Background: an optimization exercise with open tools, aiming at a short achievable clock period and few clock cycles. Do not read the settings as production practice.
In this exercise RTL edits were held to simulation tests only and were not proved equivalent to the original.
No activity file was given, so power comes from the tool's default toggle rates.

==> config.mk <==
export PLATFORM = sky130hd
export DESIGN_NAME = dlx_core
export DESIGN_NICKNAME = dlx_core
export VERILOG_FILES = /design/flow/design.v
export SDC_FILE = /design/flow/constraint.sdc
export NUM_CORES = 4
export LEC_CHECK = 0
export ABC_CLOCK_PERIOD_IN_PS = 2500
export CAP_MARGIN = 20
export CORE_MARGIN = 2
export CORE_UTILIZATION = 30
export PLACE_DENSITY = 0.45
export SLEW_MARGIN = 20
export SYNTH_HIERARCHICAL = 1
export SYNTH_MINIMUM_KEEP_SIZE = 0
export TNS_END_PERCENT = 100
==> constraint.sdc <==
create_clock -name core_clock -period 9.0 [get_ports {clk}]
set_input_delay 1.8000 -clock core_clock [delete_from_list [all_inputs] [get_ports {clk}]]
set_output_delay 1.8000 -clock core_clock [all_outputs]
set_load 0.01 [all_outputs]
==> design.v <==
`default_nettype none
package dlx_isa_pkg;
   localparam int data_width     = 32;
   localparam int pc_width       = 20;
   localparam int reg_addr_width = 5;
   localparam int imm_width      = 16;
   localparam int opcode_width   = 6;
   localparam int func_width     = 6;
   localparam int alu_op_width   = 3;
   localparam int opcode_lsb = 26;
   localparam int rs1_lsb    = 21;
   localparam int rs2_lsb    = 16;
   localparam int rd_lsb     = 11;
   typedef logic [data_width-1:0]     data_t;
   typedef logic [pc_width-1:0]       pc_t;
   typedef logic [reg_addr_width-1:0] reg_addr_t;
   localparam pc_t pc_reset = '0;
   typedef enum logic [opcode_width-1:0] {
      op_rtype = 6'h00,
      op_beqz  = 6'h04,
      op_bnez  = 6'h05,
      op_addi  = 6'h08,
      op_lw    = 6'h23,
      op_sw    = 6'h2b
   } opcode_e;
   typedef enum logic [func_width-1:0] {
      fn_add = 6'h20,
      fn_sub = 6'h22,
      fn_and = 6'h24,
      fn_or  = 6'h25,
      fn_xor = 6'h26,
      fn_slt = 6'h2a
   } func_e;
   typedef enum logic [alu_op_width-1:0] {
      alu_add,
      alu_sub,
      alu_and,
      alu_or,
      alu_xor,
      alu_slt
   } alu_op_e;
endpackage
`default_nettype wire
`default_nettype none
package dlx_pipe_pkg;
   typedef enum logic [1:0] {
      fwd_none,
      fwd_ex_mem,
      fwd_mem_wb
   } fwd_sel_e;
   typedef struct packed {
      logic      valid;
      logic [2:0] alu_op;
      logic      use_imm;
      logic [31:0] imm;
      logic [31:0] a;
      logic [31:0] b;
      logic [4:0] rs1;
      logic [4:0] rs2;
      logic [4:0] rd;
      logic      reg_wr_en;
      logic      mem_rd_en;
      logic      mem_wr_en;
      logic      is_branch;
      logic      branch_on_zero;
      logic [19:0] next_pc;
   } id_ex_t;
   typedef struct packed {
      logic [31:0] alu_data;
      logic [31:0] store_data;
      logic [4:0] rd;
      logic      reg_wr_en;
      logic      mem_rd_en;
      logic      mem_wr_en;
   } ex_mem_t;
   typedef struct packed {
      logic [31:0] alu_data;
      logic [4:0] rd;
      logic      reg_wr_en;
      logic      mem_to_reg;
   } mem_wb_t;
   typedef struct packed {
      logic [4:0] rd;
      logic      wr_en;
      logic [31:0] data;
   } wb_t;
   typedef struct packed {
      logic take;
      logic [19:0]target;
   } redirect_t;
endpackage
`default_nettype wire
`default_nettype none
module reg_file (
   input  wire        clk,
   input  wire        arst_n,
   input  wire [4:0]  rd_addr_a,
   input  wire [4:0]  rd_addr_b,
   output wire [31:0] rd_data_a,
   output wire [31:0] rd_data_b,
   input  wire        wr_en,
   input  wire [4:0]  wr_addr,
   input  wire [31:0] wr_data
);
   reg  [31:0] regs [1:31];
   wire [31:0] val  [0:31];
   assign val[0] = 32'd0;
   genvar i;
   generate
      for (i = 1; i < 32; i = i + 1) begin : g_reg
         always @(posedge clk) begin
            if (!arst_n)                        regs[i] <= 32'd0;
            else if (wr_en && wr_addr == i)     regs[i] <= wr_data;
         end
         assign val[i] = regs[i];
      end
   endgenerate
   assign rd_data_a = val[rd_addr_a];
   assign rd_data_b = val[rd_addr_b];
endmodule
`default_nettype wire
`default_nettype none
module ks_add32 (
   input  wire [31:0] a,
   input  wire [31:0] b,
   input  wire        ci,
   output wire [31:0] s,
   output wire        c31           
);
   wire [31:0] p0 = a ^ b;
   wire [31:0] g [0:5];
   wire [31:0] p [0:5];
   assign g[0] = {a[31:1] & b[31:1], (a[0] & b[0]) | (p0[0] & ci)};
   assign p[0] = p0;
   genvar l, i;
   generate
      for (l = 0; l < 5; l = l + 1) begin : g_lvl
         for (i = 0; i < 32; i = i + 1) begin : g_bit
            if (i >= (1 << l)) begin : g_op
               assign g[l+1][i] = g[l][i] | (p[l][i] & g[l][i - (1 << l)]);
               assign p[l+1][i] = p[l][i] & p[l][i - (1 << l)];
            end else begin : g_pass
               assign g[l+1][i] = g[l][i];
               assign p[l+1][i] = p[l][i];
            end
         end
      end
   endgenerate
   assign s = p0 ^ {g[5][30:0], ci};
   assign c31 = g[5][30];
endmodule
`default_nettype wire
`timescale 1ns/1ns
`default_nettype none
module dlx_core (
   input  wire        clk,
   input  wire        arst_n,
   output wire        instr_rd_en,
   output wire [19:0] instr_addr,
   input  wire [31:0] instruction,
   output wire        data_rd_en,
   output wire        data_wr_en,
   output wire [31:0] data_addr,
   input  wire [31:0] data_read,
   output wire [31:0] data_write
);
   reg        rd_en_q;       
   reg [19:0] pc_f;          
   reg [19:0] pc_d;          
   reg [19:0] pc_d4;         
   reg        fv_q;          
   reg        fp_q;          
   reg [15:0] fp_imm;        
   reg        fh_q;          
   reg [3:0]  fidx_q;        
   reg        sk_v;
   reg [31:0] sk_w;
   reg [19:0] sk_pc, sk_pc4;
   reg        sk_fp;
   reg [15:0] sk_fpimm;
   reg        sk_fh;
   reg [3:0]  sk_fidx;
   reg        ir_v;
   reg [31:0] ir_w;
   reg [19:0] ir_pc, ir_pc4;
   reg        ir_fp;         
   reg [15:0] ir_fpimm;      
   reg        ir_bt;         
   reg [3:0]  ir_fidx;       
   reg [3:0]  bt_v;
   reg [19:0] bt_pc  [0:3];
   reg [19:0] bt_tgt [0:3];
   reg [15:0] bt_imm [0:3];
   reg [1:0]  bt_ptr;
   reg [7:0]  bt_cnt [0:3];
   reg [7:0]  bt_lim [0:3];
   reg [3:0]  bt_lv;
   reg        up_v, up_tk;
   reg [3:0]  up_idx;
   reg        al_q;
   reg [19:0] al_pc, al_tgt;
   reg [15:0] al_imm;
   reg        e_wr, e_load, e_store;
   reg [4:0]  e_rd;
   reg [31:0] e_a;           
   reg [31:0] e_ob;          
   reg [31:0] e_sd;          
   reg [31:0] e_imm;
   reg [31:0] e_za, e_zimm;   
   reg        e_addi;
   reg        e_sel_and, e_sel_or, e_sel_xor;
   reg        e_s_slt_d, e_s_slt_am, e_s_slt_bm;
   reg        e_s_add_d, e_s_add_am, e_s_add_bm, e_s_add_mm;
   reg        e_s_sub_d, e_s_sub_am, e_s_sub_bm;
   reg        e_a_m, e_ob_m, e_sd_m;    
   reg        m_wr, m_load, m_store;
   reg [4:0]  m_rd;
   reg [31:0] m_res, m_sd;
   reg        w_wr, w_load;
   reg [4:0]  w_rd;
   reg [31:0] w_res;
   reg        w_rz;          
   wire [31:0] w_data = w_load ? data_read : w_res;
   wire        i_v     = sk_v | fv_q;
   wire [31:0] i_w     = sk_v ? sk_w     : instruction;
   wire [19:0] i_pc    = sk_v ? sk_pc    : pc_d;
   wire [19:0] i_pc4   = sk_v ? sk_pc4   : pc_d4;
   wire        i_fp    = sk_v ? sk_fp    : fp_q;
   wire [15:0] i_fpimm = sk_v ? sk_fpimm : fp_imm;
   wire        i_fh    = sk_v ? sk_fh    : fh_q;
   wire [3:0]  i_fidx  = sk_v ? sk_fidx  : fidx_q;
   wire [5:0]  in_op   = instruction[31:26];
   wire        i_ptk   = ((in_op == 6'h04) | (in_op == 6'h05)) & (instruction[15:0] != 16'd0) &
                         ((instruction[25:21] == 5'd0) ? (in_op == 6'h04) : (in_op == 6'h05));
   wire        i_spred = ~sk_v & fv_q & ~fh_q & i_ptk;
   wire [19:0] i_target = pc_d4 + {{4{instruction[15]}}, instruction[15:0]};
   wire [31:0] d_w     = ir_w;
   wire [19:0] d_pc    = ir_pc;
   wire [19:0] d_pc4   = ir_pc4;
   wire        d_v     = ir_v;
   wire        d_fp    = ir_fp;
   wire [15:0] d_fpimm = ir_fpimm;
   wire [5:0]  d_op   = d_w[31:26];
   wire [5:0]  d_fn   = d_w[5:0];
   wire [4:0]  d_rs1  = d_w[25:21];
   wire [4:0]  d_rs2  = d_w[20:16];
   wire [4:0]  d_rdr  = d_w[15:11];
   wire [31:0] d_imm  = {{16{d_w[15]}}, d_w[15:0]};
   wire d_rtype = (d_op == 6'h00);
   wire d_f_add = (d_fn == 6'h20);
   wire d_f_sub = (d_fn == 6'h22);
   wire d_f_and = (d_fn == 6'h24);
   wire d_f_or  = (d_fn == 6'h25);
   wire d_f_xor = (d_fn == 6'h26);
   wire d_f_slt = (d_fn == 6'h2a);
   wire d_alur  = d_rtype & (d_f_add | d_f_sub | d_f_and | d_f_or | d_f_xor | d_f_slt);
   wire d_addi  = (d_op == 6'h08);
   wire d_lw    = (d_op == 6'h23);
   wire d_sw    = (d_op == 6'h2b);
   wire d_beqz  = (d_op == 6'h04);
   wire d_bnez  = (d_op == 6'h05);
   wire d_br    = (d_beqz | d_bnez) & (d_w[15:0] != 16'd0);
   wire [4:0] d_rd = d_rtype ? d_rdr : d_rs2;
   wire d_wr    = (d_alur | d_addi | d_lw) & (d_rd != 5'd0);
   wire d_e1 = e_wr & (e_rd == d_rs1);
   wire d_m1 = m_wr & (m_rd == d_rs1);
   wire d_w1 = w_wr & (w_rd == d_rs1);
   wire d_e2 = e_wr & (e_rd == d_rs2);
   wire d_m2 = m_wr & (m_rd == d_rs2);
   wire d_w2 = w_wr & (w_rd == d_rs2);
   wire d_haz1 = (e_load & d_e1) | (m_load & d_m1);
   wire d_haz2 = (e_load & d_e2) | (m_load & d_m2);
   wire d_bhaz = (d_e1 & (~e_addi | e_a_m)) | (w_load & d_w1);
   wire d_rd2   = d_rtype | d_sw;
   wire d_rd1   = ~((d_beqz | d_bnez) & ~d_br);
   wire stall  = d_v & ((d_rd1 & d_haz1) | (d_rd2 & d_haz2) | (d_br & d_bhaz));
   wire [19:0] d_target = d_pc4 + d_imm[19:0];
   wire [31:0] rf_a, rf_b;
   reg_file reg_file_i (
      .clk       (clk),
      .arst_n    (arst_n),
      .rd_addr_a (d_rs1),
      .rd_addr_b (d_rs2),
      .rd_data_a (rf_a),
      .rd_data_b (rf_b),
      .wr_en     (w_wr),
      .wr_addr   (w_rd),
      .wr_data   (w_data)
   );
   wire [31:0] d_byp_a = d_m1 ? m_res : w_data;
   wire [31:0] d_byp_b = d_m2 ? m_res : w_data;
   wire [31:0] d_a = (d_m1 | d_w1) ? d_byp_a : rf_a;
   wire [31:0] d_b = (d_m2 | d_w2) ? d_byp_b : rf_b;
   reg  [31:1] zflag;
   wire        w_zero = w_load ? (data_read == 32'd0) : w_rz;
   genvar zi;
   generate
      for (zi = 1; zi < 32; zi = zi + 1) begin : g_zf
         always @(posedge clk or negedge arst_n) begin
            if (!arst_n)                     zflag[zi] <= 1'b1;
            else if (w_wr && w_rd == zi)     zflag[zi] <= w_zero;
         end
      end
   endgenerate
   wire [31:0] zvec = {zflag, 1'b1};
   wire [31:0] x_a  = e_a_m  ? m_res : e_a;
   wire [31:0] x_ob = e_ob_m ? m_res : e_ob;
   wire [31:0] x_sd = e_sd_m ? m_res : e_sd;
   wire [31:0] sum_d, sum_am, sum_bm, dif_d, dif_am, dif_bm;
   ks_add32 add_d  (.a(e_a),   .b(e_ob),   .ci(1'b0), .s(sum_d),  .c31());
   ks_add32 add_am (.a(m_res), .b(e_ob),   .ci(1'b0), .s(sum_am), .c31());
   ks_add32 add_bm (.a(e_a),   .b(m_res),  .ci(1'b0), .s(sum_bm), .c31());
   wire        c31_d, c31_am, c31_bm;
   ks_add32 sub_d  (.a(e_a),   .b(~e_ob),  .ci(1'b1), .s(dif_d),  .c31(c31_d));
   ks_add32 sub_am (.a(m_res), .b(~e_ob),  .ci(1'b1), .s(dif_am), .c31(c31_am));
   ks_add32 sub_bm (.a(e_a),   .b(~m_res), .ci(1'b1), .s(dif_bm), .c31(c31_bm));
   wire lt_d  = (e_a[31]   != e_ob[31])  ? e_a[31]   : ~c31_d;
   wire lt_am = (m_res[31] != e_ob[31])  ? m_res[31] : ~c31_am;
   wire lt_bm = (e_a[31]   != m_res[31]) ? e_a[31]   : ~c31_bm;
   wire x_lt  = (e_s_slt_d & lt_d) | (e_s_slt_am & lt_am) | (e_s_slt_bm & lt_bm);
   wire [31:0] x_res   = ({32{e_s_add_d}}  & sum_d)  |
                         ({32{e_s_add_am}} & sum_am) |
                         ({32{e_s_add_bm}} & sum_bm) |
                         ({32{e_s_add_mm}} & {m_res[30:0], 1'b0}) |
                         ({32{e_s_sub_d}}  & dif_d)  |
                         ({32{e_s_sub_am}} & dif_am) |
                         ({32{e_s_sub_bm}} & dif_bm) |
                         ({32{e_sel_and}} & (x_a & x_ob)) |
                         ({32{e_sel_or}}  & (x_a | x_ob)) |
                         ({32{e_sel_xor}} & (x_a ^ x_ob)) |
                         {31'd0, x_lt};
   wire x_zero = ((e_za ^ e_zimm) == {e_za[30:0] | e_zimm[30:0], 1'b0});
   wire m_zero     = (m_res == 32'd0);
   wire d_zero_o = d_m1 ? m_zero : (d_w1 ? w_rz : zvec[d_rs1]);
   wire d_zero   = d_e1 ? x_zero : d_zero_o;
   wire d_go      = d_v & ~stall;
   wire d_imm_ok  = (d_w[15:0] == d_fpimm);
   wire d_tk1     = d_br & d_beqz;      
   wire d_tk0     = d_br & d_bnez;      
   wire d_redir1  = d_v & (d_fp ? ~(d_tk1 & d_imm_ok) : d_tk1);
   wire d_redir0  = d_v & (d_fp ? ~(d_tk0 & d_imm_ok) : d_tk0);
   wire d_alloc1  = d_v & d_tk1 & ~ir_bt;
   wire d_alloc0  = d_v & d_tk0 & ~ir_bt;
   wire [3:0] bt_hit;
   genvar gi;
   generate
      for (gi = 0; gi < 4; gi = gi + 1) begin : g_bt
         assign bt_hit[gi] = bt_v[gi] & (bt_pc[gi] == pc_f);
      end
   endgenerate
   wire        bp_hit = |bt_hit;
   wire [3:0]  bt_exit;
   generate
      for (gi = 0; gi < 4; gi = gi + 1) begin : g_ex
         assign bt_exit[gi] = bt_lv[gi] & (bt_cnt[gi] == bt_lim[gi]);
      end
   endgenerate
   wire        bp_take = |(bt_hit & ~bt_exit);
   wire [19:0] bp_tgt = ({20{bt_hit[0]}} & bt_tgt[0]) | ({20{bt_hit[1]}} & bt_tgt[1]) |
                        ({20{bt_hit[2]}} & bt_tgt[2]) | ({20{bt_hit[3]}} & bt_tgt[3]);
   wire [15:0] bp_imm = ({16{bt_hit[0]}} & bt_imm[0]) | ({16{bt_hit[1]}} & bt_imm[1]) |
                        ({16{bt_hit[2]}} & bt_imm[2]) | ({16{bt_hit[3]}} & bt_imm[3]);
   wire [19:0] pc_f4 = pc_f + 20'd4;
   wire [19:0] pc_seq   = i_spred ? i_target : (bp_take ? bp_tgt : pc_f4);
   wire [19:0] pc_next1 = d_redir1 ? (d_tk1 ? d_target : d_pc4) : pc_seq;
   wire [19:0] pc_next0 = d_redir0 ? (d_tk0 ? d_target : d_pc4) : pc_seq;
   always @(posedge clk or negedge arst_n) begin
      if (!arst_n) begin
         bt_ptr <= 2'd0;
         up_v   <= 1'b0;
      end else begin
         if (al_q) bt_ptr <= bt_ptr + 2'd1;
         up_v <= ~stall & d_v & d_br & ir_bt;
      end
   end
   always @(posedge clk) begin
      up_tk  <= d_zero ? d_tk1 : d_tk0;
      up_idx <= ir_fidx;
   end
   generate
      for (gi = 0; gi < 4; gi = gi + 1) begin : g_bw
         wire al_here = al_q && (bt_ptr == gi);
         always @(posedge clk or negedge arst_n) begin
            if (!arst_n) begin
               bt_v[gi]  <= 1'b0;
               bt_lv[gi] <= 1'b0;
            end else begin
               if (al_here) bt_v[gi] <= 1'b1;
               if (al_here)                           bt_lv[gi] <= 1'b0;
               else if (up_v && up_idx[gi] && !up_tk) bt_lv[gi] <= 1'b1;
            end
         end
         always @(posedge clk) begin
            if (al_here) begin
               bt_pc[gi]  <= al_pc;
               bt_tgt[gi] <= al_tgt;
               bt_imm[gi] <= al_imm;
               bt_cnt[gi] <= 8'd1;
            end else if (up_v && up_idx[gi]) begin
               if (up_tk) begin
                  if (bt_cnt[gi] != 8'hff) bt_cnt[gi] <= bt_cnt[gi] + 8'd1;
               end else begin
                  bt_lim[gi] <= bt_cnt[gi];
                  bt_cnt[gi] <= 8'd0;
               end
            end
         end
      end
   endgenerate
   always @(posedge clk or negedge arst_n) begin
      if (!arst_n) begin
         al_q <= 1'b0;
      end else begin
         al_q <= ~stall & (d_zero ? d_alloc1 : d_alloc0);
      end
   end
   always @(posedge clk) begin
      al_pc  <= d_pc;
      al_tgt <= d_target;
      al_imm <= d_w[15:0];
   end
   always @(posedge clk or negedge arst_n) begin
      if (!arst_n) begin
         rd_en_q <= 1'b0;
         fv_q    <= 1'b0;
         sk_v    <= 1'b0;
         ir_v    <= 1'b0;
      end else begin
         rd_en_q <= 1'b1;
         fv_q    <= rd_en_q & ~stall & ~i_spred & ~(d_zero ? d_redir1 : d_redir0);
         sk_v    <= stall & i_v;
         if (!stall) ir_v <= i_v & ~(d_zero ? d_redir1 : d_redir0);
      end
   end
   always @(posedge clk) begin
      pc_d  <= pc_f;
      pc_d4 <= pc_f4;
      if (!rd_en_q)   pc_f <= 20'd0;
      else if (stall) pc_f <= pc_f;
      else            pc_f <= d_zero ? pc_next1 : pc_next0;
   end
   always @(posedge clk) begin
      if (stall) begin
         sk_w     <= i_w;
         sk_pc    <= i_pc;
         sk_pc4   <= i_pc4;
         sk_fp    <= i_fp;
         sk_fpimm <= i_fpimm;
         sk_fh    <= i_fh;
         sk_fidx  <= i_fidx;
      end else begin
         ir_w     <= i_w;
         ir_pc    <= i_pc;
         ir_pc4   <= i_pc4;
         ir_fp    <= i_fp | i_spred;
         ir_fpimm <= i_fp ? i_fpimm : i_w[15:0];
         ir_bt    <= i_fh;
         ir_fidx  <= i_fidx;
      end
      fp_q   <= bp_take;
      fp_imm <= bp_imm;
      fh_q   <= bp_hit;
      fidx_q <= bt_hit;
   end
   always @(posedge clk or negedge arst_n) begin
      if (!arst_n) begin
         e_wr    <= 1'b0;
         e_load  <= 1'b0;
         e_store <= 1'b0;
      end else begin
         e_wr    <= d_go & d_wr;
         e_load  <= d_go & d_lw;
         e_store <= d_go & d_sw;
      end
   end
   always @(posedge clk) begin
      e_rd      <= d_rd;
      e_a       <= d_a;
      e_ob      <= d_rtype ? d_b : d_imm;
      e_sd      <= d_b;
      e_imm     <= d_imm;
      e_za      <= {32{d_addi}} & d_a;
      e_zimm    <= {32{d_addi}} & d_imm;
      e_addi    <= d_addi;
      e_s_add_d  <= (~d_rtype | d_f_add) & ~d_e1 & ~(d_rtype & d_e2);
      e_s_add_am <= (~d_rtype | d_f_add) & d_e1 & ~(d_rtype & d_e2);
      e_s_add_bm <= (~d_rtype | d_f_add) & ~d_e1 & (d_rtype & d_e2);
      e_s_add_mm <= d_rtype & d_f_add & d_e1 & d_e2;
      e_s_sub_d  <= d_rtype & d_f_sub & ~d_e1 & ~d_e2;
      e_s_sub_am <= d_rtype & d_f_sub & d_e1 & ~d_e2;
      e_s_sub_bm <= d_rtype & d_f_sub & ~d_e1 & d_e2;
      e_s_slt_d  <= d_rtype & d_f_slt & ~d_e1 & ~d_e2;
      e_s_slt_am <= d_rtype & d_f_slt & d_e1 & ~d_e2;
      e_s_slt_bm <= d_rtype & d_f_slt & ~d_e1 & d_e2;
      e_sel_and <= d_rtype & d_f_and;
      e_sel_or  <= d_rtype & d_f_or;
      e_sel_xor <= d_rtype & d_f_xor;
      e_a_m     <= d_e1;
      e_ob_m    <= d_rtype & d_e2;
      e_sd_m    <= d_e2;
   end
   always @(posedge clk or negedge arst_n) begin
      if (!arst_n) begin
         m_wr    <= 1'b0;
         m_load  <= 1'b0;
         m_store <= 1'b0;
         w_wr    <= 1'b0;
         w_load  <= 1'b0;
      end else begin
         m_wr    <= e_wr;
         m_load  <= e_load;
         m_store <= e_store;
         w_wr    <= m_wr;
         w_load  <= m_load;
      end
   end
   always @(posedge clk) begin
      m_rd  <= e_rd;
      m_res <= x_res;
      m_sd  <= x_sd;
      w_rd  <= m_rd;
      w_res <= m_res;
      w_rz  <= m_zero;
   end
   assign instr_rd_en = rd_en_q;
   assign instr_addr  = pc_f;
   assign data_rd_en  = m_load;
   assign data_wr_en  = m_store;
   assign data_addr   = m_res;
   assign data_write  = m_sd;
endmodule
`default_nettype wire
==> flow/run.sh <==
#!/bin/bash
# The standard layout (standard.sh), with timing repair asked to
# aim for more setup slack than the flow settings allow (margin 6.3 ns)
set -euo pipefail
bash standard.sh SETUP_SLACK_MARGIN=6.3 finish > flow_make.log 2>&1
==> standard.sh <==
#!/bin/bash
# synth_recipe.tcl (not shown) runs the flow's synth.tcl, then flattens the netlist and writes it again
# the make line also repeats each setting of config.mk as NAME=value (left out here)
make -C /OpenROAD-flow-scripts/flow DESIGN_CONFIG=/design/flow/config.mk WORK_HOME=/design/flow/orfs CLKGATE_MAP_FILE= SYNTH_SCRIPT=/design/flow/synth_recipe.tcl "${@:-finish}"
==> results of run 1 <==
[metrics by stage]
stage / instance area [um^2] / instances / hold WS (ps)
after global routing: 135800 / 17090 / 352.4
final: 135900 / 17110 / 339.7
after global placement: 110000 / 15780 / 324.3
after detailed placement: 110100 / 15780 / 326.9
after floorplan: 104000 / 11740 / 323.3
after CTS: 131500 / 16860 / 340.2
[worst reg2reg max path, stage by stage, from the launching register on]
cell and delay, ps:
edfxtp_1 430, buf_12 180, and2_4 250, buf_12 180, and3_4 400, buf_16 180
buf_6 170, a2111oi_4 370, nand3_1 130, or4_4 540, o21ai_4 360, o21ai_4 110
and2_1 190
[area by class of cell]
cell class	count	share of cell area, %
timing repair buffer	1231	10.80
tap	4557	4.197
clock buffer	329	4.919
sequential	1937	32.24
clock inverter	97	0.8722
timing repair inverter	33	0.3408
multi-input combinational	8589	45.62
antenna	26	0.04789
inverter	313	0.9615
[per-layer routing]
| layer | track usage (%) | vias up |
|---|---|---|
| met5 | 0.8523 | - |
| met4 | 19.22 | 26 |
| met3 | 9.537 | 1954 |
| met2 | 46.62 | 7322 |
| met1 | 43.08 | 50980 |
| li1 | - | 43340 |
[what timing repair did]
| item | 4_1_cts | 5_1_grt |
|---|---|---|
| endpoints found under the setup margin | 1501 | 1209 |
| buffers inserted | 555 | 203 |
| gates resized for setup | 2085 | 455 |
| pin swaps | 400 | 320 |
| cloned | 98 | 22 |
[state kept, by name, indices dropped and copies added (netlist names), 64 cells and up]
signal           flops
reg_file_i.regs    992
bt_tgt              80
bt_pc               80
bt_imm              64
[cell usage in the layout, fill, tap and decap left out, types with 45 or more instances in the layout]
master / instances
a2111oi_4: 51
a21boi_0: 994
a21o_1: 96
a21oi_1: 248
a21oi_2: 45
a221oi_2: 68
a22o_1: 92
a22oi_1: 461
a22oi_2: 106
and2_1: 62
and2_4: 62
and3_1: 228
buf_12: 181
buf_16: 56
buf_4: 586
buf_6: 265
clkbuf_1: 48
clkbuf_16: 251
clkbuf_8: 51
clkinvlp_4: 57
dfxtp_1: 1322
dfxtp_2: 74
edfxtp_1: 444
ha_1: 248
ha_4: 50
inv_1: 271
mux2_2: 165
mux2i_1: 201
nand2_1: 2607
nand3_1: 358
nand4_1: 190
nor2_1: 205
o211ai_1: 60
o21a_1: 98
o21ai_0: 127
o21ai_1: 89
o22ai_1: 55
xnor2_1: 247
xor2_1: 139
[report_power, final]
group | internal (mW) | total (mW) | switching, mW
clock network | 5.79 | 10.0 | 4.22
logic | 0.964 | 2.62 | 1.66
registers | 8.99 | 9.11 | 0.121
total | 15.7 | 21.7 | 6.00
[worst max-delay path by stage]
stage	endpoint	depth (start not counted)
after CTS	data_wr_en	1
after global routing	e_za[7]	11
after global placement	zflag[10]	7
final	e_za[21]	12
after detailed placement	e_za[21]	11
after floorplan	pc_f[18]	13
==> results.sh, run 1 <==
export IMPL_route_met3_wl_mm=72.65
export IMPL_critPathKind="flip-flop to flip-flop"
export IMPL_pin_count_of_the_biggest_net_entering_global_routing=231
export IMPL_drt_wirelength_per_cell_um=35.03
export IMPL_floorplan_initialDensity_pct=30.14
export IMPL_layout_overhead_on_the_synthesized_area_pct=31.41
export IMPL_worst_ep_required_time_ps=9860
export IMPL_grt_antenna_before_repair=47
export IMPL_utilization_pct=39.61
export IMPL_top_signal_layer_used="met5"
export IMPL_drtIter0Drc=16480
export IMPL_total_number_of_vias=103600
export IMPL_cts_buffers_inserted=228
export IMPL_power_per_cell_area_nw_per_um2=160.0
export IMPL_detailed_place_hpwl_mm=339.4
export IMPL_setup_slack_ps=5386
export IMPL_area_of_the_mapped_netlist_um2=103400
export IMPL_cts_root_buf="clkbuf_16"
export IMPL_worstReg2RegStart="ir_w[25]"
export IMPL_cts_sink_count=1937
export IMPL_drc_errors=0
export IMPL_vdd_ir_drop_max_mv=0.1643
export IMPL_final_layout_size_suffix_gt1_share_pct=24.61
export IMPL_maxClockFrequency_ghz=0.2767
export IMPL_yosys_warnings=15
export IMPL_layout_min_cycle_time_ps=3614
export IMPL_die_w_um=591.0
export IMPL_cts_hold_fix_buffers=0
export IMPL_drv_max_cap_violation_count=0
export IMPL_worst_setup_path_start_kind="flip-flop"
export IMPL_worst_margin_pin_slew_ps=1342
export IMPL_setup_viol=0
export IMPL_min_to="al_pc[6]"
export IMPL_min_path_type="flip-flop to flip-flop"
export IMPL_met2_wirelength_mm=241.1
export IMPL_first_pass_grt_wire_length_mm=798.8
export IMPL_r2r_cells=12
export IMPL_chipHeight_um=591.0
export IMPL_regArea_um2=43800
export IMPL_worstPathCellList="buf_12 > and2_4 > buf_12 > and3_4 > buf_16 > buf_6 > a2111oi_4 > nand3_1 > or4_4 > o21ai_4 > o21ai_4 > and2_1"
export IMPL_htree_levels=4
export IMPL_io_pins=153
export IMPL_min_delay_path_depth=0
export IMPL_rsz_0062_raised_after_global_routing="yes"
export IMPL_reg2reg_slack_ps=5390
export IMPL_slowest_stage="or4_4"
export IMPL_grt_pass1_vias=96850
export IMPL_routabilityCongestion=0.9816
export IMPL_pre_antenna_drt_iters=10
export IMPL_global_route_usage_total_pct=32.56
export IMPL_worst_setup_hold_path_clk_slew_ps=60
export IMPL_fin_skew_ps=97.84
export IMPL_wl_mm=599.4
export IMPL_tns_ps=0
export IMPL_sort_of_element_at_the_end_of_the_critical_path="flip-flop"
export IMPL_global_route_overflow_total=0
export IMPL_clk_latency_ps=980
export IMPL_vias_per_cell=6.055
export IMPL_core_area_um2=343000
export IMPL_worstPathMaxFanout=34
export IMPL_tritoncts_clock_tree="yes"
export IMPL_relSlewSlack_pct=10.12
export IMPL_syn_inst=11740
export IMPL_critPathTopFamily="simple AND/OR/NAND/NOR gates"
export IMPL_buffer_ports_inserted=152
export IMPL_clockBufferDepth=4
export IMPL_hold_viol_final=0
export IMPL_die_area_um2=349300
export IMPL_design_power_mw=21.73
export IMPL_p_leak_nw=49.74
export IMPL_worstPathBufferInverterCount=4
export IMPL_outcome="complete, no violations"
export IMPL_ant_nets=0
export IMPL_multi_input_comb_area_um2=61970
export IMPL_critical_path_startpoint="ir_w[25]"
export IMPL_peak_per_stage_delay_on_the_critical_path_ps=540
export IMPL_slew_violations=0
export IMPL_fillerInstances=33770
export IMPL_core_rows=215
export IMPL_timing_critical_path_arrival_ps=4480
export IMPL_wirelength_met1_mm=239.7
export IMPL_post_synth_cell_area_avg_um2=8.809
export IMPL_placement_setup_worst_slack_ps=3664
export IMPL_fin_crit_sh_pct=40.16
export IMPL_timing_rr_end="e_za[21]"
export IMPL_worst_hold_startpoint="ir_pc[6]"
export IMPL_design_final_nets=12740
Testbench counts, summed over its fixed seeds: cycles 22,041.
==> run 2, diff against run 1 <==
==> flow/run.sh (replaced) <==
#!/bin/bash
# The standard layout (standard.sh), with timing repair asked to
# aim for more setup slack than the flow settings allow (margin 7 ns)
set -euo pipefail
bash standard.sh SETUP_SLACK_MARGIN=7 finish > flow_make.log 2>&1
==> run 2 against run 1 <==
Net effect:
- synthesized area stayed put
- synthesized cell count stayed put
- the flow now stops in global routing
==> results.sh, run 2 <==
export IMPL_pin_count_of_the_biggest_net_entering_global_routing=119
export IMPL_cts_root_buf="clkbuf_16"
export IMPL_chipHeight_um=591.0
export IMPL_clockBufferDepth=4
export IMPL_global_route_overflow_total=5
export IMPL_outcome="stopped before the end"
export IMPL_cts_sink_count=1937
export IMPL_io_pins=153
export IMPL_floorplan_initialDensity_pct=30.14
export IMPL_first_error="[ERROR GRT-0232] Routing congestion too high. Check the congestion heatmap in the GUI."
export IMPL_buffer_ports_inserted=152
export IMPL_yosys_warnings=15
export IMPL_core_rows=215
export IMPL_die_w_um=591.0
export IMPL_area_of_the_mapped_netlist_um2=103400
export IMPL_htree_levels=4
export IMPL_routabilityCongestion=1.006
export IMPL_detailed_place_hpwl_mm=353.0
export IMPL_cts_hold_fix_buffers=0
export IMPL_cts_buffers_inserted=227
export IMPL_syn_inst=11740
export IMPL_post_synth_cell_area_avg_um2=8.809
export IMPL_haltStage="global routing"
export IMPL_global_route_usage_total_pct=42.11
-- run 2: timing repair --
item                                    in CTS
hold endpoints to repair                     0
endpoints found under the setup margin    1931
resized for setup                         3457
buffers inserted                           934
pin swaps                                 1272
cloned                                     248
-- run 2: how the worst min path moves through the flow --
stage	start	to	slack, ps	depth (start not counted)
floorplan	ir_pc[0]	al_pc[0]	320	0
global placement	ir_pc[14]	al_pc[14]	320	0
detailed placement	ir_pc[13]	al_pc[13]	330	0
CTS	ir_fidx[3]	up_idx[3]	330	0
-- run 2: stage by stage --
step / setup slack, ps / area (um^2) / util [%] / instances / hold WS, ps
floorplan: 5159 / 110000 / - / 11740 / 323.3
global placement: 3880 / 112600 / 32.84 / 15720 / 324.5
detailed placement: 3816 / 112700 / 32.84 / 15720 / 326.9
CTS: 5508 / 145100 / 42.32 / 17320 / 333.4
-- run 2: power groups by stage --
| stage | logic (mW) | clock network (mW) | registers [mW] |
|---|---|---|---|
| after detailed placement | 1.83 | 0 | 9.41 |
| after global placement | 1.81 | 0 | 9.41 |
| after floorplan | 1.32 | 0 | 9.27 |
| after CTS | 2.71 | 9.82 | 9.12 |
-- run 2: layer usage --
layer	GRT overflow	global-route usage, %
met1	4	48.11
met2	0	54.27
met3	1	27.34
met4	0	30.50
met5	0	13.74

[what the ideal ports hide]
The flow's constraints put no driver on any port. The routed layout listed below was extracted and timed again, unchanged, in two steps. Step 1 sets driving cells, clkbuf_16 on the clock port and buf_2 on the other inputs (assumed; they add their load-dependent delay and slew). Step 2, shift: input delay + t, output delay - t, t = (earliest + latest rising clock arrival at the registers) / 2. This alone moves slack from input paths to output paths. Three values: no drivers, after step 1, after step 2; two values: the first two.
run: run 1
t, ns: 1.044
setup WS [ns]: 5.386 / 5.386 / 4.770
worst slew at a driven data input, ns: 0.24
pins driven straight from the clock port: 1
After both steps setup and hold are still met in run 1. The setup slack of run 1 moves by 0.000 ns with the drivers and by -0.616 ns with both steps.
